Source: an optimization exercise on an open RTL-to-GDS flow (aim: small area, a short achievable clock period and few clock cycles). Production flows keep margins and buffers that such runs may drop.
Where RTL was checked, it was by simulation tests only, not by an equivalence proof against the original.
Function not checked in runs 1 and 9: the RTL went through the layout flow alone.
No activity file was given, so power comes from the tool's default toggle rates.

==> flow/design.v <==
`default_nettype none
package scaler_pkg;
    localparam int SRC_WIDTH  = 160;
    localparam int SRC_HEIGHT = 120;
    localparam int SCALE = 2;
    localparam int READ_LATENCY = 2;
    typedef logic [18:0] addr_t;
    typedef logic [7:0]  pixel_t;
    typedef enum logic [3:0] {
        MODE_REPLICATE = 4'd0,
        MODE_DECIMATE  = 4'd1,
        MODE_AVERAGE   = 4'd3,
        MODE_COPY      = 4'd4
    } mode_t;
endpackage
`default_nettype wire
`timescale 1ns/1ps
`default_nettype none
module image_scaler (
    input  logic        clk,
    input  logic        reset,
    input  logic [3:0]  mode,
    output logic [18:0] rom_addr,
    input  logic [7:0]  rom_data,
    output logic [18:0] ram_wraddr,
    output logic [7:0]  ram_data,
    output logic        ram_wren,
    output logic        done
);
    logic rep, dec, avg, copy;
    logic m_rep, m_dec, m_avg, m_copy;
    logic hold, hr;
    assign m_rep  = (mode == 4'd0);
    assign m_dec  = (mode == 4'd1);
    assign m_avg  = (mode == 4'd3);
    assign m_copy = (mode == 4'd4);
    assign hold = (m_rep & rep) | (m_dec & dec) | (m_avg & avg) | (m_copy & copy);
    function automatic logic [3:0] step_of(input logic f_rep, input logic f_dec,
                                           input logic f_avg, input logic f_copy,
                                           input logic [1:0] f_sub, input logic f_rowend,
                                           input logic f_ry);
        logic up, dn, e1, e2;
        up = (f_dec & f_rowend) | (f_avg & ((f_sub == 2'd0) | ((f_sub == 2'd3) & f_rowend)));
        dn = (f_rep & f_sub[0] & f_rowend & ~f_ry) | (f_avg & (f_sub == 2'd2));
        e2 = f_dec;
        e1 = f_copy | (f_rep & f_sub[0]) | (f_avg & f_sub[0]);
        step_of = {up, dn, e2, e1};
    endfunction
    logic        run;
    logic [14:0] A;
    logic [1:0]  sub;      
    logic [2:0]  xh;       
    logic        ry;       
    logic        rowend;   
    logic        last;     
    logic [3:0]  step;
    logic        rd, go, prelast, rowend_n, ry_n;
    logic [5:0]  lo;
    logic [10:0] hi;
    assign rd   = hr & run;
    assign go   = rd & ~last;
    assign prelast = (copy & (A == 15'd19198))
                   | ((avg | (rep & ry & ~sub[0])) & (A == 15'd19199))
                   | (dec & (A == 15'd19036));
    assign rowend_n = ~rowend & (xh == 3'd4)
                    & ((((rep & ~sub[0]) | (avg & (sub == 2'd2))) & (A[4:0] == 5'd31))
                       | (dec & (A[4:0] == 5'd28)));
    assign ry_n     = ry ^ rowend;
    assign lo = {1'b0, A[4:0]} + {4'd0, step[1], step[0]};
    logic z4, cy;
    assign cy = z4 & (step[1] | (step[0] & A[0]));
    assign hi = {A[14:5], 1'b1} + {{7{step[2]}}, step[3], step[2], step[3] | step[2], cy};
    always_ff @(posedge clk) begin
        A      <= go ? {hi[10:1], lo[4:0]} : 15'd0;
        z4     <= go & (&lo[4:1]);
        sub    <= go ? sub + 2'd1 : 2'd0;
        xh     <= (go & ~rowend) ? xh + {2'd0, cy} : 3'd0;
        ry     <= go & ry_n;
        rowend <= go & rowend_n;
        step   <= hr ? step_of(rep, dec, avg, copy, sub + 2'd1, rowend_n, ry_n)
                     : step_of(rep, dec, avg, copy, 2'd0, 1'b0, 1'b0);
    end
    logic        rw1, rw2;
    logic [7:0]  P;
    logic [9:0]  acc;
    logic [16:0] W;
    always_ff @(posedge clk or negedge reset) begin
        if (!reset) begin
            hr   <= 1'b0;
            ram_wren <= 1'b0;
            done <= 1'b0;
        end else begin
            hr   <= hold;
            ram_wren <= hold & rw2;
            done <= hold & (done | (hr & ~run & rw2 & ~rw1));
        end
    end
    always_ff @(posedge clk) begin
        rep  <= m_rep;
        dec  <= m_dec;
        avg  <= m_avg;
        copy <= m_copy;
        run  <= hr ? (run & ~last) : (rep | dec | avg | copy);
        last <= go & prelast;
        rw1  <= hold & rd & (~avg | (sub == 2'd3));
        rw2  <= hold & rw1;
    end
    always_ff @(posedge clk) begin
        P   <= rom_data;
        acc <= (avg & (sub != 2'd2)) ? acc + {2'b00, P} : (avg ? {2'b00, P} : {P, 2'b00});
        W   <= hr ? W + {16'd0, ram_wren} : 17'd0;
    end
    assign rom_addr   = {4'd0, A};
    assign ram_wraddr = {2'd0, W};
    assign ram_data   = acc[9:2];
endmodule
`default_nettype wire
==> flow/flow/run.sh <==
#!/bin/bash
# The standard layout (standard.sh, unchanged synthesis), with plain buffers
# instead of delay cells on the ports, and no dummy loads in the clock tree.
# Full make output in standard.log.
bash standard.sh BUFFER_PORTS_ARGS="-buffer_cell sky130_fd_sc_hd__buf_1" \
  CTS_ARGS="-sink_clustering_enable -repair_clock_nets -dont_use_dummy_load" finish > standard.log 2>&1
==> flow/standard.sh <==
#!/bin/bash
# synth_recipe.tcl (not shown) runs the flow's synth.tcl, then flattens the netlist and writes it again
# the make line also repeats each setting of config.mk as NAME=value (left out here)
make -C /OpenROAD-flow-scripts/flow DESIGN_CONFIG=/design/flow/config.mk WORK_HOME=/design/flow/orfs CLKGATE_MAP_FILE= SYNTH_SCRIPT=/design/flow/synth_recipe.tcl "${@:-finish}"
==> flow/config.mk <==
export PLATFORM = sky130hd
export DESIGN_NAME = image_scaler
export DESIGN_NICKNAME = image_scaler
export VERILOG_FILES = /design/flow/design.v
export SDC_FILE = /design/flow/constraint.sdc
export NUM_CORES = 4
export LEC_CHECK = 0
export CAP_MARGIN = 20
export CORE_MARGIN = 2
export CORE_UTILIZATION = 40
export SETUP_SLACK_MARGIN = 3.0
export SLEW_MARGIN = 20
==> flow/constraint.sdc <==
create_clock -name core_clock -period 5.0 [get_ports {clk}]
set_input_delay 1.0000 -clock core_clock [delete_from_list [all_inputs] [get_ports {clk}]]
set_output_delay 1.0000 -clock core_clock [all_outputs]
set_load 0.01 [all_outputs]
==> metrics.cfg, run 1 <==
[status]
outcome=complete, no violations

[power]
powerDensity_mw_per_mm2=253.4
worst_ir_drop_vdd_uv=123.6
leakage_nw=1.528
power_w=0.001020

[synthesis]
synth_seq_area_share_pct=41.77
synthesized_netlist_cell_count=383
ys_types=51
synth_seq_cells=73
cell_area_after_technology_mapping_mm2=0.003535
post_synth.cell_area_avg_um2=9.229
synth_edf_count=0
postSynth.asyncResetShare_pct=4.110
yosysWarningCount=1
yosys_most_used_dff=dfxtp_1

[sta]
rsz0062_at_grt=yes
period_minus_slack_ns=1.976
final-setup-viol-count=0
relSlewSlack_pct=66.89
fmax_ghz=0.5060
hold_viol=0
actual_slew_at_the_worst_max_slew_pin_ns=0.4937
clock_tree_skew_after_final_layout_ns=0.01558
slew_violations=0
post_route_fraction_of_the_period_consumed_by_the_critical_path_pct=39.52
setup_total_negative_slack_ns=0

[drt]
routed_wirelength_um=7139
routedWlPerCell_um=13.12
route.vias.total=2787
drt-initial-drc-count=97
drt-pass1-iter-count=4
avgViaCountPerCell=5.123
antenna_violating_nets_post_route=0
drc_errors=0

[floorplanning]
chipHeight_um=98.01
die_w_um=98.01
die_area_mm2=0.009605
placement_rows=34
initial_core_util_pct=40.93
core_mm2=0.008636
ios=62

[critical_path]
criticalPathCategory=register to register
timing.critical_path.max_delay_family=adder cells
timing.reg2reg.setup_slack_ns=3.02
path_buf_inv=1
worst_r2r_path_depth=9
critical-path-slowest-cell=fa_2
cp_data_required_time_ns=5.24
critical_path_cell_count=9
crit_path_max_fanout=3
worst_path_largest_cell_delay_ns=0.36
critical_path.startpoint_type=register
endpoint_arrival_time_on_the_critical_path_ns=2.21
ordered_list_of_cells_on_the_worst_path=ha_4, o21a_1, inv_2, fa_2, nand2b_4, a21oi_4, nor3_4, a21oi_2, mux2_4
timing.critical_path.to_type=register

[place]
hpwlAfterDp_um=5239
placedCellCount=531
portBuffers=55
finalWeightedCongestion=0.8285

[clock_network]
tritoncts=yes
clkSlewWorstSetupHoldPaths_ns=0.08
clk-insertion-delay-late_ns=0.34
cts_hold_buffers=0
cts_root_buf=clkbuf_8
clock_tree.buffer_depth=2
cts_num_sinks=73
cts_htree_levels=3
tritoncts.num_buffers=9

[layout]
final_net_count=482
final_util_pct=46.61
final-instance-count-excl-fill=544
fillCellCount=840
areaGrowthSynthToFinish_pct=13.88
n_antenna_cell=0
drive_gt1_share_pct=9.633

[job]
cap_violations=0

[min_path]
hold_class=register to register
holdPathStages=0

[global_routing]
grt_max_degree=26
antenna_found_initial=0
global_route_wire_length_before_repair_um=11980
overall_global_routing_usage_pct=15.30
grt_overflow=0
grt_pass1_vias=2620

registers in the layout, summed over array words and instances (netlist names):
register / cells
done: 1
dec: 1
avg: 1
ram_wren: 1
z4: 1
rowend: 1
P: 8
last: 1
rw1: 1
run: 1
ry: 1
sub: 2
W: 17
rep: 1
rw2: 1
A: 15
acc: 10
step: 4
xh: 3
hr: 1
copy: 1
cells in the final DEF (no fill, tap or decap), drive strengths merged, types with 4 or more instances in the layout:
master	instances
inv	12
nand2b	6
and2	6
o21a	4
ha	27
nand3	22
conb	6
nor2b	6
mux2i	4
nand4	4
xor2	16
a211oi	4
dfxtp	70
and3	5
nor2	51
clkbuf	10
o211ai	5
nor4	4
buf	59
o21ai	11
nor3	8
a21oi	19
nand2	16
nor4b	4
xnor2	14
nor3b	4
where the power goes:
part / total, W / internal, W / switching [W] / leakage, nW
combinational: 0.0000692 / 0.0000311 / 0.0000381 / 0.847
sequential: 0.000602 / 0.000592 / 0.00000964 / 0.617
clock: 0.000349 / 0.000161 / 0.000189 / 0.0647
layout make-up:
type / count / area [um^2] / share of cell area (%)
clock buffers: 9 / 123.9 / 3.077
multi-input cells: 280 / 1978 / 49.15
well taps: 108 / 135.1 / 3.357
repair buffers: 60 / 245.2 / 6.093
flip-flops and latches: 73 / 1490 / 37.02
inverters: 14 / 52.55 / 1.306
cells in the mapped netlist (2+ instances only):
| master | number | area, um^2 |
|---|---|---|
| dfxtp_1 | 70 | 1401 |
| nand3_1 | 22 | 110.1 |
| nand2b_1 | 6 | 37.54 |
| xnor2_1 | 14 | 122.6 |
| clkinv_1 | 2 | 7.510 |
| nor2b_1 | 6 | 37.54 |
| a21oi_1 | 19 | 95.09 |
| nor4b_1 | 4 | 35.03 |
| nand2_1 | 16 | 60.06 |
| xor2_1 | 16 | 140.1 |
| nand4_1 | 4 | 25.02 |
| inv_1 | 12 | 45.04 |
| fa_1 | 3 | 60.06 |
| o22ai_1 | 3 | 18.77 |
| o21a_1 | 4 | 30.03 |
| buf_4 | 14 | 105.1 |
| mux2i_1 | 4 | 40.04 |
| clkbuf_1 | 6 | 22.52 |
| nor3b_1 | 4 | 30.03 |
| or2_2 | 3 | 18.77 |
| dfrtp_1 | 3 | 75.07 |
| nor4bb_1 | 2 | 20.02 |
| mux2_2 | 2 | 22.52 |
| a211oi_1 | 4 | 30.03 |
| nor4_1 | 4 | 25.02 |
| o2bb2ai_1 | 3 | 26.28 |
| ha_1 | 27 | 337.8 |
| and3_1 | 5 | 31.28 |
| o21ai_0 | 11 | 55.05 |
| nor2_1 | 51 | 191.4 |
| or3_1 | 3 | 18.77 |
| and2_1 | 6 | 37.54 |
| o211ai_1 | 5 | 37.54 |
| nor3_1 | 8 | 40.04 |
worst reg2reg max path: stages, from the launching register on:
cell and delay (ns):
dfxtp_4 0.35, ha_4 0.13, o21a_1 0.16, inv_2 0.05, fa_2 0.36, nand2b_4 0.16, a21oi_4 0.17, nor3_4 0.06
a21oi_2 0.15, mux2_4 0.31
through the flow:
stage | setup WS, ns | hold slack [ns] | cell area, um^2
2_1_floorplan | 3.018 | 0.3713 | 3583
4_1_cts | 2.960 | 0.4299 | 3955
3_3_place_gp | 2.871 | 0.4241 | 3800
5_1_grt | 2.929 | 0.4454 | 4025
6_report | 3.024 | 0.4295 | 4025
3_5_place_dp | 2.798 | 0.4254 | 3800
cells by family (layout without fill, tap and decap cells):
kind of cell	after synthesis	after routing	synth area share, %
xor gates and xnor gates	30	30	7.434
and+or+nand+nor	148	148	21.38
adders and majority gates	30	30	11.26
AOI/OAI and AO/OA	60	60	11.04
muxes	6	6	1.770
buffers and inverters	35	83	5.239
other	1	6	0.1061
DFF	73	73	41.77
final timing paths:
check | endpoint | start
setup / recovery | A[12]$_SDFF_PN0_ | A[0]$_SDFF_PN0_
hold / removal | step[1]$_DFF_P_ | dec$_DFF_P_
setup reg to reg | A[12]$_SDFF_PN0_ | A[0]$_SDFF_PN0_
hold reg to reg | step[1]$_DFF_P_ | dec$_DFF_P_
max in group asynchronous | done$_DFF_PN0_ | reset
min in group asynchronous | hr$_DFF_PN0_ | reset
metal layers:
layer | GRT usage, % | wire length [um]
met3 | 3.865 | 398
met1 | 20.50 | 3474
met4 | 6.731 | 90
met2 | 23.39 | 3175
met5 | 0 | 0
what timing repair did:
action	CTS	global route
endpoints found under the setup margin	8	11
pin swaps	2	6
gates resized for setup	6	18
buffers inserted	2	2
==> run 2: changes to the inputs <==
--- a/flow/design.v
+++ b/flow/design.v
@@ -81,5 +81,5 @@
                      : step_of(rep, dec, avg, copy, 2'd0, 1'b0, 1'b0);
     end
-    logic        rw1, rw2;
+    logic        rw1, rl1, rw2, rl2;
     logic [7:0]  P;
     logic [9:0]  acc;
@@ -93,5 +93,5 @@
             hr   <= hold;
             ram_wren <= hold & rw2;
-            done <= hold & (done | (hr & ~run & rw2 & ~rw1));
+            done <= hold & (done | rl2);
         end
     end
@@ -104,5 +104,7 @@
         last <= go & prelast;
         rw1  <= hold & rd & (~avg | (sub == 2'd3));
+        rl1  <= hold & rd & last;
         rw2  <= hold & rw1;
+        rl2  <= hold & rl1;
     end
     always_ff @(posedge clk) begin
==> metrics.cfg, run 2 <==
[layout]
drive_gt1_share_pct=7.727
areaGrowthSynthToFinish_pct=12.77
largestRegisters=W x17, A x15, acc x10
final_net_count=486
n_antenna_cell=0
largest_register_by_flop_count=W
mostFrequentLayoutCell=dfxtp_1
layout_common_cells=dfxtp_1, buf_1, nor2_1, ha_1, nand3_1
largest_register_ff_count=17

[critical_path]
worst_r2r_path_depth=9
critical_path.startpoint_type=register
worst_path_largest_cell_delay_ns=0.43
path_buf_inv=1
endpoint_arrival_time_on_the_critical_path_ns=0.94
crit_path_max_fanout=6
timing.critical_path.to_type=output pin
criticalPathCategory=register to output pin
cp_data_required_time_ns=4.00
critical-path-slowest-cell=dfxtp_1
timing.critical_path.max_delay_family=flip-flops
critical_path_cell_count=1
ordered_list_of_cells_on_the_worst_path=buf_1

[power]
clock_power_share_pct=33.4
powerDensity_mw_per_mm2=254.9
worst_ir_drop_vdd_uv=142.9
cellInternalPower_w=0.0008012
switching_power_w=0.0002324
leakage_nw=1.548
comb_power_share_pct=6.9
power.share.sequential_pct=59.7
p_sw_share_pct=22.49

[sta]
slew_violations=0
actual_slew_at_the_worst_max_slew_pin_ns=0.5084
clock_tree_skew_after_final_layout_ns=0.02141
post_route_fraction_of_the_period_consumed_by_the_critical_path_pct=38.75
final-setup-viol-count=0
hold_viol=0
setup_total_negative_slack_ns=0
fmax_ghz=0.5161
relSlewSlack_pct=66.07
period_minus_slack_ns=1.937
post-route-worst-setup-slack_ns=3.063
rsz0062_at_grt=yes

[clock_network]
clkSlewWorstSetupHoldPaths_ns=0.07
clock_tree.buffer_depth=2
clk-insertion-delay-late_ns=0.34
cts_root_buf=clkbuf_8
tritoncts.num_buffers=9
cts_num_sinks=75
cts_htree_levels=3
tritoncts=yes

[place]
finalWeightedCongestion=0.8876
hpwlAfterDp_um=5006
post-place-ws_ns=2.732
portBuffers=55

[synthesis]
cell_with_the_most_instances_after_synthesis=dfxtp_1
ys_types=46
synth_seq_area_share_pct=42.17
synth_seq_cells=75
ys_top_cells_by_count=dfxtp_1, nor2_1, ha_1
synthesized_netlist_cell_count=389
yosys_most_used_dff=dfxtp_1
synth_edf_count=0
yosysWarningCount=1
synthDominantAreaCellType=dfxtp_1
postSynth.asyncResetShare_pct=4.000
cell_area_after_technology_mapping_mm2=0.003596
yosys.area.top_type_share_pct=40.08
yosys-top-cells-area=dfxtp_1, ha_1, nor2_1, xor2_1, xnor2_1
post_synth.cell_area_avg_um2=9.244

[floorplanning]
ios=62
die_w_um=98.82
placement_rows=34
initial_core_util_pct=41.23
core_mm2=0.008721
die_area_mm2=0.009764
chipHeight_um=98.82

[min_path]
holdPathStages=1
hold_class=register to register

[drt]
drt-pass1-iter-count=4
drc_errors=0
routedWlPerCell_um=12.53
avgViaCountPerCell=5.088
routed_wirelength_um=6867
antenna_violating_nets_post_route=0
route.vias.total=2788
drt-initial-drc-count=70

[global_routing]
grt_pass1_vias=2597
overall_global_routing_usage_pct=14.57
antenna_found_initial=0
grt_overflow=0
grt_max_degree=25
global_route_wire_length_before_repair_um=11720

[job]
cap_violations=0

[status]
outcome=complete, no violations

## run 2: cell count changes in the layout (fill, tap and decap cells not counted), sizes merged, moves of 2 or more
cell    previous run  this run
nand2             16        18
clkinv             2         0
nor2              51        48
buf               59        57
and2               6        10
o21ai             11        13
dfxtp             70        72
nor2b              6         9
## run 2: area by class of cell
class | count | area, um^2
fillers | 826 | 4666
multi-input cells | 287 | 2006
flip-flops and latches | 75 | 1524
repair buffers | 57 | 221.5
well taps | 108 | 135.1
clock buffers | 9 | 123.9
inverters | 12 | 45.04
## run 2: repair_timing
action                                  in CTS  in global routing
hold buffers                                 0                  0
pin swaps                                    0                  2
resized for setup                            8                 14
buffers inserted                             0                  1
endpoints found under the setup margin       9                 19
## run 2: kinds of logic (layout without fill, tap and decap cells)
family,after synthesis,count (layout),share of synthesized area [%]
buf+inv,32,78,4.802
fa+ha+maj,30,30,11.06
simple gates,155,155,22.27
compound gates,60,60,10.58
flops,75,75,42.17
mux,6,6,1.705
xor+xnor,30,30,7.307
other cells,1,6,0.1043
## run 2: worst paths after layout
kind                                       from                  to  slack (ns)
worst max-delay path            W[3]$_SDFF_PN0_       ram_wraddr[3]        3.06
worst min-delay path                rw1$_DFF_P_         rw2$_DFF_P_        0.40
worst max register to register  A[0]$_SDFF_PN0_    A[12]$_SDFF_PN0_        3.08
worst min register to register      rw1$_DFF_P_         rw2$_DFF_P_        0.40
max in group asynchronous                 reset      done$_DFF_PN0_        4.39
min in group asynchronous                 reset  ram_wren$_DFF_PN0_        0.46
## run 2: power by group through the flow
stage	clock [W]	combinational (W)	sequential [W]
global route	0.000380	0.0000819	0.000618
global placement	0	0.0000695	0.000631
CTS	0.000363	0.0000710	0.000617
detailed placement	0	0.0000707	0.000631
floorplan	0	0.0000628	0.000628
finish	0.000345	0.0000718	0.000617
## run 2: metrics by stage
stage	total power, W	cell area [um^2]	instances	hold slack [ns]	util [%]
finish	0.001034	4055	548	0.4043	46.50
global route	0.001081	4055	548	0.4198	46.50
CTS	0.001051	3996	547	0.4070	45.82
detailed placement	0.0007016	3840	538	0.4097	44.03
global placement	0.0007004	3840	538	0.4074	44.03
floorplan	0.0006912	3618	394	0.3713	-
## run 2: layer usage
| layer | GRT usage (%) | up-vias | part of all wire [%] |
|---|---|---|---|
| met2 | 23.39 | 55 | 45 |
| met5 | 0 | - | 0 |
| met4 | 5.690 | 0 | 1.8 |
| met1 | 19.37 | 1282 | 50 |
| li1 | - | 1440 | - |
| met3 | 2.837 | 11 | 3.8 |
Testbench counts of run 2, summed over its fixed seeds: cycles 960,128.
==> run 3: changes to the inputs <==
--- a/flow/config.mk
+++ b/flow/config.mk
@@ -8,5 +8,5 @@
 export CAP_MARGIN = 20
 export CORE_MARGIN = 2
-export CORE_UTILIZATION = 40
+export CORE_UTILIZATION = 30
 export SETUP_SLACK_MARGIN = 3.0
 export SLEW_MARGIN = 20
==> metrics.cfg, run 3 <==
[power]
worst_ir_drop_vdd_uv=134.6
powerDensity_mw_per_mm2=286.7
leakage_nw=1.641

[critical_path]
endpoint_arrival_time_on_the_critical_path_ns=2.21
worst_path_largest_cell_delay_ns=0.37
crit_path_max_fanout=3
ordered_list_of_cells_on_the_worst_path=ha_4, o21a_1, inv_2, fa_2, nand2b_4, a21oi_4, nor3_1, a21oi_1, mux2i_1
critical-path-slowest-cell=fa_2
path_buf_inv=1
timing.critical_path.to_type=register
criticalPathCategory=register to register
critical_path.startpoint_type=register
cp_data_required_time_ns=5.27
timing.critical_path.max_delay_family=adder cells

[layout]
mostFrequentLayoutCell=dfxtp_1
largestRegisters=W x17, A x15, acc x10
largest_register_ff_count=17
drive_gt1_share_pct=9.641
final_util_pct=37.11
final_cell_area_mm2=0.004292
layout_common_cells=dfxtp_1, buf_1, nor2_1, ha_1, nand3_1
layout.area.seq_mm2=0.001528
final_net_count=492
areaGrowthSynthToFinish_pct=19.35
multi_input_comb_area_mm2=0.002044
n_antenna_cell=0
largest_register_by_flop_count=W
fillCellCount=1179

[place]
detailed_place.area_mm2=0.003884
finalWeightedCongestion=0.8661
portBuffers=55
hpwlAfterDp_um=5524

[global_routing]
overall_global_routing_usage_pct=12.78
grt_pass1_vias=2753
grt_overflow=0
global_route_wire_length_before_repair_um=13090
grt_max_degree=25
antenna_found_initial=0

[synthesis]
synth_simple_gate_area_share_pct=22.27
ys_types=46
cell_area_after_technology_mapping_mm2=0.003596
synthAdderAreaFrac_pct=11.06
yosys-top-cells-area=dfxtp_1, ha_1, nor2_1, xor2_1, xnor2_1
synth_seq_area_share_pct=42.17
synth_edf_count=0
synth.mux.area_fraction_pct=1.705
synth-xor-area-share_pct=7.307
synth_seq_cells=75
yosys_most_used_dff=dfxtp_1
yosysWarningCount=1
cell_with_the_most_instances_after_synthesis=dfxtp_1
synthDominantAreaCellType=dfxtp_1
fraction_of_the_mapped_netlist_area_in_compound_gates_pct=10.58
synthesized_netlist_cell_count=389
postSynth.asyncResetShare_pct=4.000
yosys.area.top_type_share_pct=40.08
post_synth.cell_area_avg_um2=9.244
ys_top_cells_by_count=dfxtp_1, nor2_1, ha_1
synth_top_family_by_area=simple AND/OR/NAND/NOR gates

[clock_network]
tritoncts.num_buffers=9
tritoncts=yes
cts_htree_levels=3
cts_root_buf=clkbuf_16
clkSlewWorstSetupHoldPaths_ns=0.06
clock_tree.buffer_depth=2
clk-insertion-delay-late_ns=0.34
cts_num_sinks=75

[drt]
avgViaCountPerCell=4.823
route.vias.total=2841
routed_wirelength_um=7755
routedWlPerCell_um=13.17
drt-pass1-iter-count=6
drt-initial-drc-count=153
drc_errors=0
antenna_violating_nets_post_route=0

[sta]
actual_slew_at_the_worst_max_slew_pin_ns=0.5429
period_minus_slack_ns=1.941
hold_viol=0
worst_hold_slack_ns=0.4232
slew_violations=0
fmax_ghz=0.5153
relSlewSlack_pct=63.77
setup_total_negative_slack_ns=0
clock_tree_skew_after_final_layout_ns=0.01240
rsz0062_at_grt=yes
post_route_fraction_of_the_period_consumed_by_the_critical_path_pct=38.82
final-setup-viol-count=0

[job]
cap_violations=0

[status]
outcome=complete, no violations

[floorplanning]
placement_rows=39
die_area_mm2=0.01288
die_w_um=113.5
chipHeight_um=113.5
initial_core_util_pct=31.09
core_mm2=0.01156
ios=62

[min_path]
hold_class=register to register

[run 3: routing by layer]
metal  vias to the layer above  wire (um)  track usage (%)
met5                         -          0                0
met1                      1325       3671            16.16
li1                       1446          -                -
met4                         0        188            6.016
met3                        16        347            3.985
met2                        54       3547            19.96
[run 3: layout make-up]
cell class              count  share of cell area (%)
clock buffers               9                   5.248
inverters                  12                   1.050
multi-input cells         287                   47.64
flip-flops and latches     75                   35.60
well taps                 143                   4.169
repair buffers             63                   6.297
[run 3: cell families after synthesis]
group / count (synthesis)
and+or+nand+nor: 155
AOI/OAI and AO/OA: 60
buffers and inverters: 32
adders and majority gates: 30
DFF: 75
xor gates and xnor gates: 30
other: 1
muxes: 6
[run 3: repair_timing]
action                                  in CTS  in global routing
setup buffers                                0                  7
hold buffers                                 0                  0
pin swaps                                    2                 13
endpoints found under the setup margin      13                 19
resized for setup                           10                 20
[run 3: through the flow]
step	cells	setup WS, ns	total power (W)
after floorplan	394	3.033	0.0006912
after global placement	573	2.786	0.0007006
after detailed placement	573	2.719	0.0007027
after CTS	582	2.963	0.001250
after global routing	589	2.965	0.001290
final	589	3.059	0.001230
[run 3: worst paths after layout]
path	start	endpoint	slack, ns	cells after the start
max in group asynchronous	reset	hr$_DFF_PN0_	4.37	1
min in group asynchronous	reset	done$_DFF_PN0_	0.46	1
min reg2reg	rw1$_DFF_P_	rw2$_DFF_P_	0.42	1
max reg2reg	step[0]$_DFF_P_	A[12]$_SDFF_PN0_	3.06	9
max	step[0]$_DFF_P_	A[12]$_SDFF_PN0_	3.06	9
min	rw1$_DFF_P_	rw2$_DFF_P_	0.42	1
[run 3: power by group]
group          leakage, nW  switching [W]  internal, W
clock                0.111       0.000222     0.000315
sequential           0.632     0.00000955     0.000609
combinational        0.898      0.0000409    0.0000336
==> run 4: changes to the inputs <==
--- a/flow/config.mk
+++ b/flow/config.mk
@@ -8,5 +8,5 @@
 export CAP_MARGIN = 20
 export CORE_MARGIN = 2
-export CORE_UTILIZATION = 30
+export CORE_UTILIZATION = 50
 export SETUP_SLACK_MARGIN = 3.0
 export SLEW_MARGIN = 20
==> metrics.cfg, run 4 <==
[global_routing]
overall_global_routing_usage_pct=19.05
antenna_found_initial=0
global_route_wire_length_before_repair_um=11710
grt_pass1_vias=2584
grt_overflow=0
grt_max_degree=25

[sta]
relSlewSlack_pct=66.03
post-route-worst-setup-slack_ns=3.033
post_route_fraction_of_the_period_consumed_by_the_critical_path_pct=39.35
slew_violations=0
period_minus_slack_ns=1.967
actual_slew_at_the_worst_max_slew_pin_ns=0.5090
hold_viol=0
fmax_ghz=0.5083
setup_total_negative_slack_ns=0
final-setup-viol-count=0
rsz0062_at_grt=yes
clock_tree_skew_after_final_layout_ns=0.02172

[clock_network]
clk-insertion-delay-late_ns=0.34
tritoncts=yes
cts_root_buf=clkbuf_8
tritoncts.num_buffers=9
cts_num_sinks=75
cts_hold_buffers=0
clkSlewWorstSetupHoldPaths_ns=0.07
clock_tree.buffer_depth=2
cts_htree_levels=3

[layout]
final_net_count=489
largest_register_ff_count=17
areaGrowthSynthToFinish_pct=14.06
fillCellCount=655
drive_gt1_share_pct=9.481
largestRegisters=W x17, A x15, acc x10
layout_common_cells=dfxtp_1, buf_1, nor2_1, ha_1, nand3_1
largest_register_by_flop_count=W
n_antenna_cell=0
mostFrequentLayoutCell=dfxtp_1

[place]
hpwlAfterDp_um=5049
post-place-ws_ns=2.718
portBuffers=55
finalWeightedCongestion=0.8100

[critical_path]
timing.critical_path.to_type=register
critical_path.startpoint_type=register
crit_path_max_fanout=3
criticalPathCategory=register to register
endpoint_arrival_time_on_the_critical_path_ns=2.17
cp_data_required_time_ns=5.21

[drt]
drt-pass1-iter-count=4
routed_wirelength_um=7068
drc_errors=0
drt-initial-drc-count=73
route.vias.total=2838
avgViaCountPerCell=5.265
antenna_violating_nets_post_route=0
routedWlPerCell_um=13.11

[synthesis]
cell_area_after_technology_mapping_mm2=0.003596
synth_seq_cells=75
synth_seq_area_share_pct=42.17
ys_types=46
post_synth.cell_area_avg_um2=9.244
yosys-top-cells-area=dfxtp_1, ha_1, nor2_1, xor2_1, xnor2_1
synthDominantAreaCellType=dfxtp_1
synth_edf_count=0
yosysWarningCount=1
cell_with_the_most_instances_after_synthesis=dfxtp_1
ys_top_cells_by_count=dfxtp_1, nor2_1, ha_1
yosys.area.top_type_share_pct=40.08
yosys_most_used_dff=dfxtp_1
postSynth.asyncResetShare_pct=4.000
synthesized_netlist_cell_count=389

[job]
cap_violations=0

[power]
cellInternalPower_w=0.0008007
p_sw_share_pct=22.62
comb_power_share_pct=7.1
worst_ir_drop_vdd_uv=163.9
powerDensity_mw_per_mm2=252.3
power.share.sequential_pct=59.6
clock_power_share_pct=33.4
leakage_nw=1.559
switching_power_w=0.0002340

[status]
outcome=complete, no violations

[floorplanning]
chipHeight_um=88.81
ios=62
die_area_mm2=0.007886
placement_rows=30
initial_core_util_pct=52.35
core_mm2=0.006869
die_w_um=88.81

[min_path]
hold_class=register to register

==> run 4: changes by cell type in the layout (fill, tap and decap cells not counted), moves of 2 or more <==
| cell | change |
|---|---|
| clkbuf_16 | -9 |
| clkbuf_8 | +9 |
| buf_4 | -2 |
| dfxtp_1 | -2 |
| dfxtp_2 | +2 |
| nor3_2 | +2 |
==> run 4: power by group through the flow <==
stage / clock [W] / combinational [W] / sequential (W)
final: 0.000345 / 0.0000730 / 0.000616
after global routing: 0.000392 / 0.0000828 / 0.000617
after CTS: 0.000361 / 0.0000714 / 0.000617
after detailed placement: 0 / 0.0000709 / 0.000631
after global placement: 0 / 0.0000694 / 0.000631
after floorplan: 0 / 0.0000628 / 0.000628
==> run 4: through the flow <==
| step | power, W | util [%] | cells | hold slack [ns] | area, um^2 |
|---|---|---|---|---|---|
| floorplan | 0.0006912 | - | 394 | 0.3713 | 3618 |
| global placement | 0.0007001 | 55.68 | 526 | 0.4108 | 3825 |
| detailed placement | 0.0007019 | 55.68 | 526 | 0.4201 | 3825 |
| CTS | 0.001050 | 58.16 | 535 | 0.4227 | 3995 |
| global route | 0.001092 | 59.71 | 539 | 0.4367 | 4101 |
| finish | 0.001035 | 59.71 | 539 | 0.4218 | 4101 |
==> run 4: critical path: stages, from the launching register on <==
cell and delay, ns:
dfxtp_4 0.34, or2_2 0.31, ha_4 0.27, o211ai_1 0.14
a211oi_2 0.40, a41oi_2 0.18, xor2_1 0.18, nor2_1 0.05
==> run 4: path summary, 6_finish.rpt <==
path | startpoint | slack (ns) | depth (start not counted) | to
max | step[2]$_SDFF_PN0_ | 3.03 | 7 | A[13]$_SDFF_PN0_
min | dec$_DFF_P_ | 0.42 | 0 | step[1]$_DFF_P_
max reg2reg | step[2]$_SDFF_PN0_ | 3.03 | 7 | A[13]$_SDFF_PN0_
min reg2reg | dec$_DFF_P_ | 0.42 | 0 | step[1]$_DFF_P_
max in group asynchronous | reset | 4.37 | 1 | ram_wren$_DFF_PN0_
min in group asynchronous | reset | 0.47 | 1 | done$_DFF_PN0_
==> run 4: logic make-up (layout without fill, tap and decap cells) <==
| kind of cell | count (synthesis) | in the layout | share of synthesized area [%] |
|---|---|---|---|
| compound gates | 60 | 60 | 10.58 |
| xor+xnor | 30 | 30 | 7.307 |
| fa+ha+maj | 30 | 30 | 11.06 |
| buf+inv | 32 | 81 | 4.802 |
| flops | 75 | 75 | 42.17 |
| mux | 6 | 6 | 1.705 |
| other cells | 1 | 6 | 0.1043 |
| simple gates | 155 | 155 | 22.27 |
==> run 4: what timing repair did <==
item                       in CTS  in global routing
resized for setup              11                 17
setup endpoints to repair      10                 18
pin swaps                       2                  7
buffers inserted                0                  4
==> run 4: layout make-up <==
cell class | instances | area [um^2] | share of cell area [%]
multi-input cells | 287 | 2038 | 49.69
flip-flops and latches | 75 | 1530 | 37.31
repair buffers | 60 | 244.0 | 5.949
clock buffers | 9 | 123.9 | 3.020
well taps | 96 | 120.1 | 2.929
inverters | 12 | 45.04 | 1.098
==> run 4: per-layer routing <==
metal / GRT usage (%) / up-vias / part of all wire (%)
met3: 3.358 / 8 / 3.3
met1: 26.64 / 1328 / 50
met5: 0 / - / 0
met2: 28.90 / 51 / 46
met4: 8.127 / 0 / 0.98
li1: - / 1451 / -
==> run 5: changes to the inputs <==
--- a/flow/config.mk
+++ b/flow/config.mk
@@ -8,5 +8,5 @@
 export CAP_MARGIN = 20
 export CORE_MARGIN = 2
-export CORE_UTILIZATION = 50
-export SETUP_SLACK_MARGIN = 3.0
+export CORE_UTILIZATION = 40
+export SETUP_SLACK_MARGIN = 2.9
 export SLEW_MARGIN = 20
==> metrics.cfg, run 5 <==
[drt]
routedWlPerCell_um=12.48
antenna_violating_nets_post_route=0
drt-pass1-iter-count=4
drc_errors=0
routed_wirelength_um=6838
route.vias.total=2765
avgViaCountPerCell=5.046
drt-initial-drc-count=52

[synthesis]
yosys.area.top_type_share_pct=40.08
synthesized_netlist_cell_count=389
cell_with_the_most_instances_after_synthesis=dfxtp_1
synth_seq_cells=75
yosys-top-cells-area=dfxtp_1, ha_1, nor2_1, xor2_1, xnor2_1
synthDominantAreaCellType=dfxtp_1
postSynth.asyncResetShare_pct=4.000
yosysWarningCount=1
ys_types=46
cell_area_after_technology_mapping_mm2=0.003596
post_synth.cell_area_avg_um2=9.244
ys_top_cells_by_count=dfxtp_1, nor2_1, ha_1
yosys_most_used_dff=dfxtp_1
synth_edf_count=0
synth_seq_area_share_pct=42.17

[layout]
areaGrowthSynthToFinish_pct=12.49
largest_register_by_flop_count=W
layout_common_cells=dfxtp_1, buf_1, nor2_1, ha_1, nand3_1
largest_register_ff_count=17
final_net_count=486
layout.area.seq_mm2=0.001521
final_cell_area_mm2=0.004045
fillCellCount=859
multi_input_comb_area_mm2=0.001998
largestRegisters=W x17, A x15, acc x10
n_antenna_cell=0
mostFrequentLayoutCell=dfxtp_1
drive_gt1_share_pct=6.818

[global_routing]
overall_global_routing_usage_pct=14.38
grt_overflow=0
antenna_found_initial=0
global_route_wire_length_before_repair_um=11400
grt_max_degree=25
grt_pass1_vias=2532

[clock_network]
clock_tree.buffer_depth=2
tritoncts=yes
cts_num_sinks=75
clk-insertion-delay-late_ns=0.34
cts_htree_levels=3
cts_root_buf=clkbuf_8
clkSlewWorstSetupHoldPaths_ns=0.07
cts_hold_buffers=0
tritoncts.num_buffers=9

[sta]
slew_violations=0
worst_hold_slack_ns=0.4261
clock_tree_skew_after_final_layout_ns=0.02237
period_minus_slack_ns=1.990
rsz0062_at_grt=yes
hold_viol=0
relSlewSlack_pct=65.77
fmax_ghz=0.5024
setup_total_negative_slack_ns=0
final-setup-viol-count=0
post-route-worst-setup-slack_ns=3.010
post_route_fraction_of_the_period_consumed_by_the_critical_path_pct=39.81
actual_slew_at_the_worst_max_slew_pin_ns=0.5128

[place]
detailed_place.area_mm2=0.003836
post-place-ws_ns=2.685
finalWeightedCongestion=0.8888
hpwlAfterDp_um=5037
portBuffers=55

[floorplanning]
die_area_mm2=0.009764
initial_core_util_pct=41.23
die_w_um=98.82
core_mm2=0.008721
chipHeight_um=98.82
placement_rows=34
ios=62

[critical_path]
endpoint_arrival_time_on_the_critical_path_ns=0.99
cp_data_required_time_ns=4.00
criticalPathCategory=register to output pin
critical_path.startpoint_type=register
crit_path_max_fanout=5
timing.critical_path.to_type=output pin

[status]
outcome=complete, no violations

[power]
power_w=0.001038
leakage_nw=1.534
worst_ir_drop_vdd_uv=142.3
powerDensity_mw_per_mm2=256.5

[job]
cap_violations=0

[min_path]
hold_class=register to register

==> run 5: cell counts after synthesis <==
Identical to the previous run, type by type.
==> run 5: layer usage <==
metal	GRT usage, %	routed length, um	vias to the layer above
met1	19.16	3432	1268
met2	22.35	3041	53
met3	3.262	276	7
met4	6.322	88	0
li1	-	-	1437
met5	0	0	-
==> run 5: path summary, 6_finish.rpt <==
check,start,endpoint,slack (ns),cells after the start
setup / recovery,A[0]$_SDFF_PN0_,rom_addr[0],3.01,2
hold / removal,rw1$_DFF_P_,rw2$_DFF_P_,0.43,1
setup reg to reg,A[0]$_SDFF_PN0_,A[12]$_SDFF_PN0_,3.02,9
hold reg to reg,rw1$_DFF_P_,rw2$_DFF_P_,0.43,1
max in group asynchronous,reset,done$_DFF_PN0_,4.35,1
min in group asynchronous,reset,ram_wren$_DFF_PN0_,0.48,1
==> run 5: repair_timing <==
action | in CTS | in global routing
cloned | 0 | 0
setup buffers | 0 | 1
endpoints found under the setup margin | 3 | 10
pin swaps | 0 | 3
gates resized for setup | 3 | 15
==> run 5: layout make-up <==
| class | count | share of cell area [%] |
|---|---|---|
| Multi-Input combinational cell | 287 | 49.40 |
| Sequential cell | 75 | 37.61 |
| Timing Repair Buffer | 57 | 5.475 |
| Tap cell | 108 | 3.341 |
| Clock buffer | 9 | 3.062 |
| Inverter | 12 | 1.114 |
==> run 5: power breakdown <==
part           switching, W  internal (W)
combinational     0.0000391     0.0000316
clock              0.000189      0.000161
sequential       0.00000864      0.000608
==> run 5: stage by stage <==
| stage | utilization (%) | instances |
|---|---|---|
| after floorplan | - | 394 |
| final | 46.38 | 548 |
| after detailed placement | 43.99 | 538 |
| after CTS | 45.57 | 547 |
| after global placement | 43.99 | 538 |
| after global routing | 46.38 | 548 |
==> run 5: cell families after synthesis <==
| logic type | synth area share (%) |
|---|---|
| AND/OR/NAND/NOR | 22.27 |
| multiplexers | 1.705 |
| flip-flops | 42.17 |
| buffers and inverters | 4.802 |
| XOR/XNOR | 7.307 |
| adder cells (fa/ha/maj) | 11.06 |
| AO/OA/AOI/OAI | 10.58 |
| other | 0.1043 |
==> run 5: worst max-delay path, stage by stage (launching register included) <==
cell,delay [ns]
dfxtp_4,0.38
buf_4,0.11
buf_1,0.16
==> run 6: changes to the inputs <==
--- a/flow/config.mk
+++ b/flow/config.mk
@@ -9,4 +9,4 @@
 export CORE_MARGIN = 2
 export CORE_UTILIZATION = 40
-export SETUP_SLACK_MARGIN = 2.9
+export SETUP_SLACK_MARGIN = 3.1
 export SLEW_MARGIN = 20
==> metrics.cfg, run 6 <==
[floorplanning]
ios=62
initial_core_util_pct=41.23
die_w_um=98.82
die_area_mm2=0.009764
placement_rows=34
core_mm2=0.008721
chipHeight_um=98.82

[status]
outcome=complete, no violations

[critical_path]
critical_path.startpoint_type=register
critical-path-slowest-cell=dfxtp_4
worst_setup_path_endpoint=rom_addr[0]
worst_r2r_path_depth=9
timing.critical_path.to_type=output pin
worstReg2RegEnd=A[14]$_SDFF_PN0_
worst_setup_path_startpoint=A[0]$_SDFF_PN0_
timing.reg2reg.setup_slack_ns=3.12
crit_path_max_fanout=5
regToRegStartpoint=A[0]$_SDFF_PN0_
worst_path_largest_cell_delay_ns=0.36
timing.critical_path.mode_cell=buf_6
ordered_list_of_cells_on_the_worst_path=buf_6, buf_6
cp_data_required_time_ns=4.00
path_buf_inv=2
endpoint_arrival_time_on_the_critical_path_ns=0.92
critical_path_cell_count=2
timing.critical_path.max_delay_family=flip-flops
criticalPathCategory=register to output pin

[power]
powerDensity_mw_per_mm2=243.7
worst_ir_drop_vdd_uv=171.6
leakage_nw=1.692

[synthesis]
synthDominantAreaCellType=dfxtp_1
cell_with_the_most_instances_after_synthesis=dfxtp_1
yosys.area.top_type_share_pct=40.08
synth_seq_cells=75
cell_area_after_technology_mapping_mm2=0.003596
yosys-top-cells-area=dfxtp_1, ha_1, nor2_1, xor2_1, xnor2_1
ys_top_cells_by_count=dfxtp_1, nor2_1, ha_1
yosys_most_used_dff=dfxtp_1
ys_types=46
synth_edf_count=0
yosysWarningCount=1
postSynth.asyncResetShare_pct=4.000
synth_seq_area_share_pct=42.17
post_synth.cell_area_avg_um2=9.244
synthesized_netlist_cell_count=389

[layout]
largest_register_by_flop_count=W
mostFrequentLayoutCell=nor2_1
layout_common_cells=nor2_1, dfxtp_1, buf_1, ha_1, nand3_1
final_net_count=494
final-instance-count-excl-fill=556
largest_register_ff_count=17
drive_gt1_share_pct=21.21
largestRegisters=W x17, A x15, acc x10
final_cell_area_mm2=0.004254
n_antenna_cell=0
areaGrowthSynthToFinish_pct=18.30

[drt]
route.vias.total=2851
routed_wirelength_um=7132
drt-initial-drc-count=91
routedWlPerCell_um=12.83
avgViaCountPerCell=5.128
antenna_violating_nets_post_route=0
drt-pass1-iter-count=4
drc_errors=0

[min_path]
hold_class=register to register

[job]
cap_violations=0

[global_routing]
overall_global_routing_usage_pct=14.95
grt_overflow=0
grt_pass1_vias=2601
antenna_found_initial=0
grt_max_degree=25
global_route_wire_length_before_repair_um=12010

[place]
post-place-ws_ns=2.678
hpwlAfterDp_um=5038
detailed_place.area_mm2=0.003852
finalWeightedCongestion=0.8031
placedCellCount=538
portBuffers=55

[sta]
final-setup-viol-count=0
post_route_fraction_of_the_period_consumed_by_the_critical_path_pct=38.48
clock_tree_skew_after_final_layout_ns=0.01219
slew_violations=0
setup_total_negative_slack_ns=0
relSlewSlack_pct=65.98
rsz0062_at_grt=yes
fmax_ghz=0.5197
hold_viol=0
post-route-worst-setup-slack_ns=3.076
period_minus_slack_ns=1.924
actual_slew_at_the_worst_max_slew_pin_ns=0.5098

[clock_network]
cts_root_buf=clkbuf_8
tritoncts=yes
clock_tree.buffer_depth=2
cts_num_sinks=75
cts_htree_levels=3
clk-insertion-delay-late_ns=0.34
tritoncts.num_buffers=9
clkSlewWorstSetupHoldPaths_ns=0.07

## run 6: cell counts after synthesis
Identical to the previous run, type by type.
## run 6: report_power, final
group | switching [W] | leakage [nW] | internal, W
registers | 0.00000883 | 0.643 | 0.000606
logic | 0.0000402 | 0.984 | 0.0000342
clock network | 0.000187 | 0.0647 | 0.000161
total | 0.000236 | 1.69 | 0.000801
## run 6: worst min-delay path by stage
stage / start / end / slack [ns] / depth (start not counted)
after CTS: rl1$_DFF_P_ / rl2$_DFF_P_ / 0.44 / 1
after detailed placement: rl1$_DFF_P_ / rl2$_DFF_P_ / 0.42 / 1
after global placement: rw1$_DFF_P_ / rw2$_DFF_P_ / 0.41 / 1
after global routing: rl1$_DFF_P_ / rl2$_DFF_P_ / 0.45 / 1
final: rl1$_DFF_P_ / rl2$_DFF_P_ / 0.43 / 1
after floorplan: dec$_DFF_P_ / step[1]$_DFF_P_ / 0.37 / 0
## run 6: cell families after synthesis
family	after synthesis	synth area share [%]
AND/OR/NAND/NOR	155	22.27
adder cells (fa/ha/maj)	30	11.06
flip-flops	75	42.17
other	1	0.1043
AO/OA/AOI/OAI	60	10.58
XOR/XNOR	30	7.307
multiplexers	6	1.705
buffers and inverters	32	4.802
## run 6: stage by stage
stage	power [W]	hold slack, ns	utilization (%)
finish	0.001037	0.4329	48.78
global route	0.001091	0.4472	48.78
CTS	0.001052	0.4367	46.51
detailed placement	0.0007005	0.4212	44.18
global placement	0.0006997	0.4078	44.18
floorplan	0.0006908	0.3713	-
## run 6: layout make-up
class / count / area, um^2
Sequential cell: 75 / 1564
Clock buffer: 9 / 123.9
Tap cell: 108 / 135.1
Timing Repair Buffer: 65 / 321.6
Multi-Input combinational cell: 287 / 2064
Inverter: 12 / 45.04
Fill cell: 858 / 4467
## run 6: metal layers
| layer | wire, um | track usage (%) |
|---|---|---|
| met3 | 303 | 3.404 |
| met1 | 3496 | 20.35 |
| met5 | 0 | 0 |
| met2 | 3239 | 23.18 |
| met4 | 93 | 5.690 |
## run 6: what timing repair did
item	4_1_cts	5_1_grt
gates resized for setup	31	53
hold buffers	0	0
setup buffers	0	9
endpoints found under the setup margin	33	45
pin swaps	2	13
==> run 7: changes to the inputs <==
--- a/flow/config.mk
+++ b/flow/config.mk
@@ -6,7 +6,7 @@
 export NUM_CORES = 4
 export LEC_CHECK = 0
-export CAP_MARGIN = 20
+export CAP_MARGIN = 0
 export CORE_MARGIN = 2
 export CORE_UTILIZATION = 40
-export SETUP_SLACK_MARGIN = 3.1
-export SLEW_MARGIN = 20
+export SETUP_SLACK_MARGIN = 3.0
+export SLEW_MARGIN = 0
==> metrics.cfg, run 7 <==
[status]
outcome=complete, no violations

[floorplanning]
initial_core_util_pct=41.23
die_w_um=98.82
placement_rows=34
ios=62
chipHeight_um=98.82
core_mm2=0.008721
die_area_mm2=0.009764

[synthesis]
yosys_most_used_dff=dfxtp_1
synth_seq_cells=75
ys_top_cells_by_count=dfxtp_1, nor2_1, ha_1
synth_seq_area_share_pct=42.17
synthDominantAreaCellType=dfxtp_1
synthesized_netlist_cell_count=389
yosys.area.top_type_share_pct=40.08
cell_with_the_most_instances_after_synthesis=dfxtp_1
postSynth.asyncResetShare_pct=4.000
yosys-top-cells-area=dfxtp_1, ha_1, nor2_1, xor2_1, xnor2_1
synth_edf_count=0
post_synth.cell_area_avg_um2=9.244
yosysWarningCount=1
cell_area_after_technology_mapping_mm2=0.003596
ys_types=46

[layout]
final-instance-count-excl-fill=548
drive_gt1_share_pct=7.727
largest_register_ff_count=17
areaGrowthSynthToFinish_pct=12.77
final_net_count=486
largest_register_by_flop_count=W
mostFrequentLayoutCell=dfxtp_1
layout_common_cells=dfxtp_1, buf_1, nor2_1, ha_1, nand3_1
n_antenna_cell=0
fillCellCount=826
largestRegisters=W x17, A x15, acc x10
final_cell_area_mm2=0.004055

[drt]
drc_errors=0
drt-initial-drc-count=70
drt-pass1-iter-count=4
route.vias.total=2788
avgViaCountPerCell=5.088
routedWlPerCell_um=12.53
routed_wirelength_um=6867
antenna_violating_nets_post_route=0

[critical_path]
critical_path.startpoint_type=register
timing.critical_path.max_delay_family=flip-flops
cp_data_required_time_ns=4.00
critical-path-slowest-cell=dfxtp_1
critical_path_cell_count=1
worst_r2r_path_depth=9
ordered_list_of_cells_on_the_worst_path=buf_1
timing.critical_path.to_type=output pin
crit_path_max_fanout=6
path_buf_inv=1
criticalPathCategory=register to output pin
worst_path_largest_cell_delay_ns=0.43
endpoint_arrival_time_on_the_critical_path_ns=0.94

[job]
cap_violations=0

[min_path]
hold_class=register to register
holdPathStages=1

[place]
detailed_place.area_mm2=0.003840
portBuffers=55
post-place-ws_ns=2.732
hpwlAfterDp_um=5006
finalWeightedCongestion=0.8876
placedCellCount=538

[clock_network]
cts_hold_buffers=0
clk-insertion-delay-late_ns=0.34
clkSlewWorstSetupHoldPaths_ns=0.07
cts_htree_levels=3
clock_tree.buffer_depth=2
cts_root_buf=clkbuf_8
tritoncts.num_buffers=9
tritoncts=yes
cts_num_sinks=75

[sta]
setup_total_negative_slack_ns=0
actual_slew_at_the_worst_max_slew_pin_ns=0.5084
rsz0062_at_grt=yes
period_minus_slack_ns=1.937
post-route-worst-setup-slack_ns=3.063
clock_tree_skew_after_final_layout_ns=0.02141
post_route_fraction_of_the_period_consumed_by_the_critical_path_pct=38.75
final-setup-viol-count=0
fmax_ghz=0.5161
relSlewSlack_pct=66.07
hold_viol=0
slew_violations=0

[global_routing]
grt_overflow=0
global_route_wire_length_before_repair_um=11720
overall_global_routing_usage_pct=14.57
grt_max_degree=25
grt_pass1_vias=2597
antenna_found_initial=0

[power]
leakage_nw=1.548
worst_ir_drop_vdd_uv=142.9
powerDensity_mw_per_mm2=254.9

-- run 7: changes by cell type in the layout (fill, tap and decap cells not counted), sizes merged --
| cell | previous run | this run |
|---|---|---|
| buf | 48 | 57 |
| clkbuf | 26 | 9 |
-- run 7: what timing repair did --
action | 4_1_cts | 5_1_grt
pin swaps | 0 | 2
hold endpoints to repair | 0 | 0
buffers inserted | 0 | 1
setup endpoints to repair | 9 | 19
resized for setup | 8 | 14
-- run 7: path summary, 6_finish.rpt --
path | from | end | slack (ns)
max | W[3]$_SDFF_PN0_ | ram_wraddr[3] | 3.06
min | rw1$_DFF_P_ | rw2$_DFF_P_ | 0.40
max reg2reg | A[0]$_SDFF_PN0_ | A[12]$_SDFF_PN0_ | 3.08
min reg2reg | rw1$_DFF_P_ | rw2$_DFF_P_ | 0.40
max in group asynchronous | reset | done$_DFF_PN0_ | 4.39
min in group asynchronous | reset | ram_wren$_DFF_PN0_ | 0.46
-- run 7: power by group --
group | internal, W | switching (W) | total, W | leakage (nW)
sequential | 0.000608 | 0.00000848 | 0.000617 | 0.631
clock | 0.000161 | 0.000184 | 0.000345 | 0.0647
combinational | 0.0000323 | 0.0000396 | 0.0000718 | 0.852
-- run 7: metrics by stage --
stage	utilization (%)	hold WS (ns)	total power (W)
finish	46.50	0.4043	0.001034
global route	46.50	0.4198	0.001081
CTS	45.82	0.4070	0.001051
global placement	44.03	0.4074	0.0007004
detailed placement	44.03	0.4097	0.0007016
floorplan	-	0.3713	0.0006912
-- run 7: final cells by class --
type                       instances  area (um^2)  area share [%]
timing repair buffer              57        221.5           5.461
clock buffer                       9        123.9           3.055
multi-input combinational        287         2006           49.46
inverter                          12        45.04           1.111
sequential                        75         1524           37.58
tap                              108        135.1           3.332
-- run 7: kinds of logic after synthesis --
logic type | Yosys count | share of synthesized area [%]
other | 1 | 0.1043
xor gates and xnor gates | 30 | 7.307
adders and majority gates | 30 | 11.06
AOI/OAI and AO/OA | 60 | 10.58
muxes | 6 | 1.705
buffers and inverters | 32 | 4.802
DFF | 75 | 42.17
and+or+nand+nor | 155 | 22.27
-- run 7: metal layers --
| metal | share of wire [%] | wire [um] | GRT usage [%] |
|---|---|---|---|
| met5 | 0 | 0 | 0 |
| met4 | 1.8 | 127 | 5.690 |
| met3 | 3.8 | 259 | 2.837 |
| met2 | 45 | 3075 | 23.39 |
| met1 | 50 | 3405 | 19.37 |
==> run 8: changes to the inputs <==
==> flow/flow/run.sh (replaced) <==
#!/bin/bash
# The standard layout (standard.sh, unchanged synthesis), with plain buffers
# instead of delay cells on the ports, and no dummy loads in the clock tree.
# Full make output in standard.log.
bash standard.sh BUFFER_PORTS_ARGS="-buffer_cell sky130_fd_sc_hd__buf_2" \
  CTS_ARGS="-sink_clustering_enable -repair_clock_nets -dont_use_dummy_load" finish > standard.log 2>&1
--- a/flow/config.mk
+++ b/flow/config.mk
@@ -6,7 +6,7 @@
 export NUM_CORES = 4
 export LEC_CHECK = 0
-export CAP_MARGIN = 0
+export CAP_MARGIN = 20
 export CORE_MARGIN = 2
 export CORE_UTILIZATION = 40
 export SETUP_SLACK_MARGIN = 3.0
-export SLEW_MARGIN = 0
+export SLEW_MARGIN = 20
==> metrics.cfg, run 8 <==
[status]
outcome=complete, no violations

[floorplanning]
chipHeight_um=98.82
ios=62
die_area_mm2=0.009764
placement_rows=34
die_w_um=98.82
initial_core_util_pct=41.23
core_mm2=0.008721

[layout]
final-instance-count-excl-fill=547
fillCellCount=849
areaGrowthSynthToFinish_pct=14.20
layout.area.seq_mm2=0.001525
multi_input_comb_area_mm2=0.001994
final_util_pct=47.09
largestRegisters=W x17, A x15, acc x10
drive_gt1_share_pct=19.59
layout_common_cells=dfxtp_1, buf_2, nor2_1, ha_1, nand3_1
final_net_count=485
largest_register_by_flop_count=W
mostFrequentLayoutCell=dfxtp_1
largest_register_ff_count=17
n_antenna_cell=0

[place]
finalWeightedCongestion=0.9160
post-place-ws_ns=2.784
placedCellCount=538
hpwlAfterDp_um=5066
portBuffers=55

[sta]
setup_total_negative_slack_ns=0
relSlewSlack_pct=65.02
hold_viol=0
post_route_fraction_of_the_period_consumed_by_the_critical_path_pct=39.03
clock_tree_skew_after_final_layout_ns=0.02697
actual_slew_at_the_worst_max_slew_pin_ns=0.5241
slew_violations=0
final-setup-viol-count=0
rsz0062_at_grt=yes
period_minus_slack_ns=1.952
fmax_ghz=0.5124
post-route-worst-setup-slack_ns=3.048

[drt]
antenna_violating_nets_post_route=0
avgViaCountPerCell=5.015
drc_errors=0
route.vias.total=2743
routedWlPerCell_um=12.69
drt-initial-drc-count=91
drt-pass1-iter-count=4
routed_wirelength_um=6939

[critical_path]
worst_path_largest_cell_delay_ns=0.39
critical-path-slowest-cell=dfxtp_4
criticalPathCategory=register to register
ordered_list_of_cells_on_the_worst_path=ha_4, o21a_1, inv_1, fa_2, nand2b_4, a21oi_4, nor3_1, a21oi_1, mux2i_1
cp_data_required_time_ns=5.26
timing.critical_path.to_type=register
endpoint_arrival_time_on_the_critical_path_ns=2.21
timing.critical_path.max_delay_family=adder cells
critical_path.startpoint_type=register
path_buf_inv=1
crit_path_max_fanout=6

[clock_network]
cts_root_buf=clkbuf_8
post-cts-setup-buffers=0
clock_tree.buffer_depth=2
clkSlewWorstSetupHoldPaths_ns=0.07
tritoncts.num_buffers=9
cts_num_sinks=75
clk-insertion-delay-late_ns=0.35
tritoncts=yes
cts_htree_levels=3
cts_hold_buffers=0

[synthesis]
yosys_most_used_dff=dfxtp_1
postSynth.asyncResetShare_pct=4.000
synthDominantAreaCellType=dfxtp_1
synth_seq_cells=75
synth_edf_count=0
cell_with_the_most_instances_after_synthesis=dfxtp_1
cell_area_after_technology_mapping_mm2=0.003596
yosys.area.top_type_share_pct=40.08
ys_types=46
post_synth.cell_area_avg_um2=9.244
synthesized_netlist_cell_count=389
synth_seq_area_share_pct=42.17
ys_top_cells_by_count=dfxtp_1, nor2_1, ha_1
yosysWarningCount=1
yosys-top-cells-area=dfxtp_1, ha_1, nor2_1, xor2_1, xnor2_1

[global_routing]
grt_pass1_vias=2566
grt_max_degree=25
overall_global_routing_usage_pct=14.81
grt_overflow=0
global_route_wire_length_before_repair_um=11790
antenna_found_initial=0

[power]
powerDensity_mw_per_mm2=253.3
worst_ir_drop_vdd_uv=112.8
power_w=0.001040
leakage_nw=1.753

[job]
cap_violations=0

[min_path]
hold_class=register to register

-- run 8: power breakdown --
group / switching, W / internal (W)
clock: 0.000189 / 0.000161
combinational: 0.0000396 / 0.0000346
sequential: 0.00000837 / 0.000608
total: 0.000237 / 0.000804
-- run 8: worst reg2reg max path: cells and delay by family, from the launching register on --
kind	cells	cell delay, ns
fa+ha+maj	2	0.52
buf+inv	1	0.06
compound gates	3	0.48
simple gates	2	0.26
mux	1	0.18
flops	1	0.39
-- run 8: cell type report --
| type | count | share of cell area, % |
|---|---|---|
| repair buffers | 56 | 6.886 |
| inverters | 12 | 1.097 |
| multi-input cells | 287 | 48.57 |
| flip-flops and latches | 75 | 37.14 |
| clock buffers | 9 | 3.016 |
| well taps | 108 | 3.291 |
-- run 8: per-stage QoR --
step	area, um^2	hold WS [ns]
3_5_place_dp	3909	0.4122
4_1_cts	4075	0.4216
2_1_floorplan	3618	0.3713
3_3_place_gp	3909	0.4076
5_1_grt	4106	0.4302
6_report	4106	0.4258
-- run 8: cell families after synthesis --
logic type / after synthesis / synth area share [%]
xor+xnor: 30 / 7.307
compound gates: 60 / 10.58
other cells: 1 / 0.1043
buf+inv: 32 / 4.802
flops: 75 / 42.17
fa+ha+maj: 30 / 11.06
simple gates: 155 / 22.27
mux: 6 / 1.705
-- run 8: repair_timing --
action | in CTS | in global routing
resized for setup | 10 | 9
pin swaps | 1 | 2
setup endpoints to repair | 8 | 11
-- run 8: layer usage --
layer	share of wire, %	vias up	GRT usage [%]
li1	-	1443	-
met1	50	1246	19.50
met2	45	45	23.18
met3	3.9	9	3.475
met4	1.3	0	6.533
met5	0	-	0
-- run 8: path summary, 6_finish.rpt --
| check | slack (ns) | startpoint | cells past startpoint | to |
|---|---|---|---|---|
| worst max-delay path | 3.05 | A[0]$_SDFF_PN0_ | 9 | A[12]$_SDFF_PN0_ |
| worst min-delay path | 0.43 | rw1$_DFF_P_ | 1 | rw2$_DFF_P_ |
| worst max register to register | 3.05 | A[0]$_SDFF_PN0_ | 9 | A[12]$_SDFF_PN0_ |
| worst min register to register | 0.43 | rw1$_DFF_P_ | 1 | rw2$_DFF_P_ |
| max in group asynchronous | 4.43 | reset | 1 | done$_DFF_PN0_ |
| min in group asynchronous | 0.45 | reset | 1 | ram_wren$_DFF_PN0_ |
==> run 9: changes to the inputs <==
--- a/flow/design.v
+++ b/flow/design.v
@@ -54,5 +54,5 @@
     logic        rowend;   
     logic        last;     
-    logic [3:0]  step;
+    logic [3:0]  step;     
     logic        rd, go, prelast, rowend_n, ry_n;
     logic [5:0]  lo;
@@ -67,7 +67,7 @@
                        | (dec & (A[4:0] == 5'd28)));
     assign ry_n     = ry ^ rowend;
-    assign lo = {1'b0, A[4:0]} + {4'd0, step[1], step[0]};
+    assign lo = {1'b0, A[4:0]} + {4'd0, dec, step[0]};
     logic z4, cy;
-    assign cy = z4 & (step[1] | (step[0] & A[0]));
+    assign cy = z4 & (dec | (step[0] & A[0]));
     assign hi = {A[14:5], 1'b1} + {{7{step[2]}}, step[3], step[2], step[3] | step[2], cy};
     always_ff @(posedge clk) begin
@@ -81,5 +81,5 @@
                      : step_of(rep, dec, avg, copy, 2'd0, 1'b0, 1'b0);
     end
-    logic        rw1, rl1, rw2, rl2;
+    logic        rw1, rw2;
     logic [7:0]  P;
     logic [9:0]  acc;
@@ -93,5 +93,5 @@
             hr   <= hold;
             ram_wren <= hold & rw2;
-            done <= hold & (done | rl2);
+            done <= hold & (done | (hr & ~run & rw2 & ~rw1));
         end
     end
@@ -103,8 +103,6 @@
         run  <= hr ? (run & ~last) : (rep | dec | avg | copy);
         last <= go & prelast;
-        rw1  <= hold & rd & (~avg | (sub == 2'd3));
-        rl1  <= hold & rd & last;
-        rw2  <= hold & rw1;
-        rl2  <= hold & rl1;
+        rw1  <= rd & (~avg | (sub == 2'd3));
+        rw2  <= hold & hr & rw1;
     end
     always_ff @(posedge clk) begin
==> metrics.cfg, run 9 <==
[sta]
fmax_ghz=0.5083
rsz0062_at_grt=yes
relSlewSlack_pct=65.92
period_minus_slack_ns=1.968
post_route_fraction_of_the_period_consumed_by_the_critical_path_pct=39.35
final-setup-viol-count=0
post-route-worst-setup-slack_ns=3.032
slew_violations=0
clock_tree_skew_after_final_layout_ns=0.01534
setup_total_negative_slack_ns=0
actual_slew_at_the_worst_max_slew_pin_ns=0.5106
hold_viol=0

[min_path]
hold_class=input pin to asynchronous set/reset pin

[drt]
routedWlPerCell_um=12.49
route.vias.total=2804
avgViaCountPerCell=5.052
drt-initial-drc-count=49
drc_errors=0
routed_wirelength_um=6930
antenna_violating_nets_post_route=0
drt-pass1-iter-count=4

[synthesis]
synth_seq_cells=72
ys_top_cells_by_count=dfxtp_1, nor2_1, ha_1
synthesized_netlist_cell_count=396
synth_simple_gate_area_share_pct=22.28
synth-xor-area-share_pct=7.392
yosys.area.top_type_share_pct=38.86
cell_area_after_technology_mapping_mm2=0.003555
ys_types=46
cell_with_the_most_instances_after_synthesis=dfxtp_1
postSynth.asyncResetShare_pct=4.167
synth_edf_count=0
fraction_of_the_mapped_netlist_area_in_compound_gates_pct=11.30
yosysWarningCount=1
synth_top_family_by_area=simple AND/OR/NAND/NOR gates
yosys-top-cells-area=dfxtp_1, ha_1, nor2_1, xor2_1, xnor2_1
synthAdderAreaFrac_pct=11.19
synth.mux.area_fraction_pct=1.443
yosys_most_used_dff=dfxtp_1
post_synth.cell_area_avg_um2=8.976
synth_seq_area_share_pct=40.97
synthDominantAreaCellType=dfxtp_1

[clock_network]
tritoncts=yes
cts_root_buf=clkbuf_8
cts_num_sinks=72
tritoncts.num_buffers=9
cts_hold_buffers=0
clock_tree.buffer_depth=2
clkSlewWorstSetupHoldPaths_ns=0.08
cts_htree_levels=3
clk-insertion-delay-late_ns=0.34

[layout]
final_net_count=493
areaGrowthSynthToFinish_pct=16.68
largestRegisters=W x17, A x15, acc x10
drive_gt1_share_pct=22.15
n_antenna_cell=0
largest_register_by_flop_count=W
layout_common_cells=dfxtp_1, buf_2, nor2_1, nand2_1, ha_1
largest_register_ff_count=17
fillCellCount=850
mostFrequentLayoutCell=dfxtp_1

[global_routing]
grt_max_degree=27
antenna_found_initial=0
grt_overflow=0
global_route_wire_length_before_repair_um=11890
grt_pass1_vias=2628
overall_global_routing_usage_pct=14.92

[critical_path]
timing.reg2reg.setup_slack_ns=3.05
worst_path_largest_cell_delay_ns=0.46
worstReg2RegEnd=A[13]$_SDFF_PN0_
criticalPathCategory=register to output pin
crit_path_max_fanout=5
cp_data_required_time_ns=4.00
critical-path-slowest-cell=dfxtp_1
endpoint_arrival_time_on_the_critical_path_ns=0.97
worst_r2r_path_depth=7
regToRegStartpoint=step[2]$_SDFF_PN0_
critical_path.startpoint_type=register
timing.critical_path.to_type=output pin
timing.critical_path.max_delay_family=flip-flops
ordered_list_of_cells_on_the_worst_path=buf_2
path_buf_inv=1

[place]
post-place-ws_ns=2.649
hpwlAfterDp_um=5018
finalWeightedCongestion=0.7877
portBuffers=55

[floorplanning]
placement_rows=34
ios=62
core_mm2=0.008678
die_w_um=98.27
die_area_mm2=0.009657
initial_core_util_pct=40.96
chipHeight_um=98.27

[power]
powerDensity_mw_per_mm2=245.6
leakage_nw=1.761
worst_ir_drop_vdd_uv=165.3

[job]
cap_violations=0

[status]
outcome=complete, no violations

[run 9: logic make-up (layout without fill, tap and decap cells)]
logic type / count (synthesis) / count (layout)
AO/OA/AOI/OAI: 66 / 66
flip-flops: 72 / 72
buffers and inverters: 36 / 82
adder cells (fa/ha/maj): 30 / 30
AND/OR/NAND/NOR: 156 / 156
XOR/XNOR: 30 / 30
multiplexers: 5 / 5
other: 1 / 6
[run 9: final cells by class]
| class | instances | area [um^2] | share of cell area (%) |
|---|---|---|---|
| multi-input combinational | 293 | 2062 | 49.71 |
| sequential | 72 | 1469 | 35.41 |
| timing repair buffer | 59 | 305.3 | 7.360 |
| tap | 108 | 135.1 | 3.258 |
| clock buffer | 9 | 123.9 | 2.986 |
| inverter | 14 | 52.55 | 1.267 |
[run 9: report_power, final]
part | leakage [nW] | switching [W] | internal (W)
clock | 0.0647 | 0.000186 | 0.000161
combinational | 1.09 | 0.0000425 | 0.0000358
sequential | 0.608 | 0.00000952 | 0.000584
total | 1.76 | 0.000238 | 0.000780
[run 9: worst max path at each step]
stage                             startpoint          endpoint  slack (ns)  cells past startpoint
after floorplan           step[2]$_SDFF_PN0_  A[13]$_SDFF_PN0_        3.01                      7
after global placement    step[2]$_SDFF_PN0_  A[13]$_SDFF_PN0_        2.71                      7
after detailed placement  step[2]$_SDFF_PN0_  A[13]$_SDFF_PN0_        2.65                      7
after CTS                 step[2]$_SDFF_PN0_  A[13]$_SDFF_PN0_        2.98                      7
after global routing      step[2]$_SDFF_PN0_  A[13]$_SDFF_PN0_        2.94                      7
final                        A[5]$_SDFF_PN0_       rom_addr[5]        3.03                      1
[run 9: repair_timing]
| item | CTS | global route |
|---|---|---|
| setup buffers | 0 | 4 |
| gates resized for setup | 13 | 19 |
| pin swaps | 2 | 7 |
| hold endpoints to repair | 0 | 0 |
| setup endpoints to repair | 9 | 9 |
[run 9: worst register-to-register path, cell delays in order (launching register included)]
cell	delay [ns]
dfxtp_4	0.35
or2_4	0.26
ha_4	0.26
o211ai_1	0.18
a2111oi_4	0.45
a211oi_2	0.12
xor2_1	0.16
nor2_1	0.05
[run 9: through the flow]
step,utilization [%],cell area (um^2),hold slack (ns),instances,total power (W)
final,47.79,4148,0.4393,555,0.001019
after floorplan,-,3577,0.4280,401,0.0006705
after detailed placement,44.38,3851,0.4437,542,0.0006837
after global routing,47.79,4148,0.4099,555,0.001073
after CTS,46.41,4028,0.4144,551,0.001040
after global placement,44.38,3851,0.4427,542,0.0006826
[run 9: layer usage]
| layer | GRT usage [%] | vias to the layer above | part of all wire, % |
|---|---|---|---|
| li1 | - | 1449 | - |
| met1 | 18.92 | 1295 | 48 |
| met2 | 24.24 | 56 | 47 |
| met3 | 5.297 | 4 | 4.6 |
| met4 | 4.004 | 0 | 0.82 |
| met5 | 0 | - | 0 |

port drivers added, routing unchanged:
The flow's constraints put no driver on any port. The routed layouts listed below were extracted and timed again, unchanged, in two steps. Step 1, drivers: a clkbuf_16 drives clk and a buf_2 each remaining input, both assumed. Step 2 also shifts input and output timing later by t, the mid clock arrival at the registers, as if the neighbouring blocks saw the same clock. a / b / c = no drivers / after step 1 / after step 2; a / b = the first two.
run | shift t [ns] | slack for setup (ns)
run 1 | 0.362 | 3.024 / 3.024 / 2.886
run 2 | 0.357 | 3.063 / 3.032 / 2.859
run 3 | 0.367 | 3.059 / 3.032 / 2.846
run 4 | 0.359 | 3.033 / 3.024 / 2.888
run 5 | 0.361 | 3.010 / 2.978 / 2.806
run 6 | 0.359 | 3.076 / 3.045 / 2.875
run 7 | 0.357 | 3.063 / 3.032 / 2.859
run 8 | 0.368 | 3.048 / 3.037 / 2.769
run 9 | 0.360 | 3.032 / 3.003 / 2.913
After both steps every run listed still meets setup and hold.
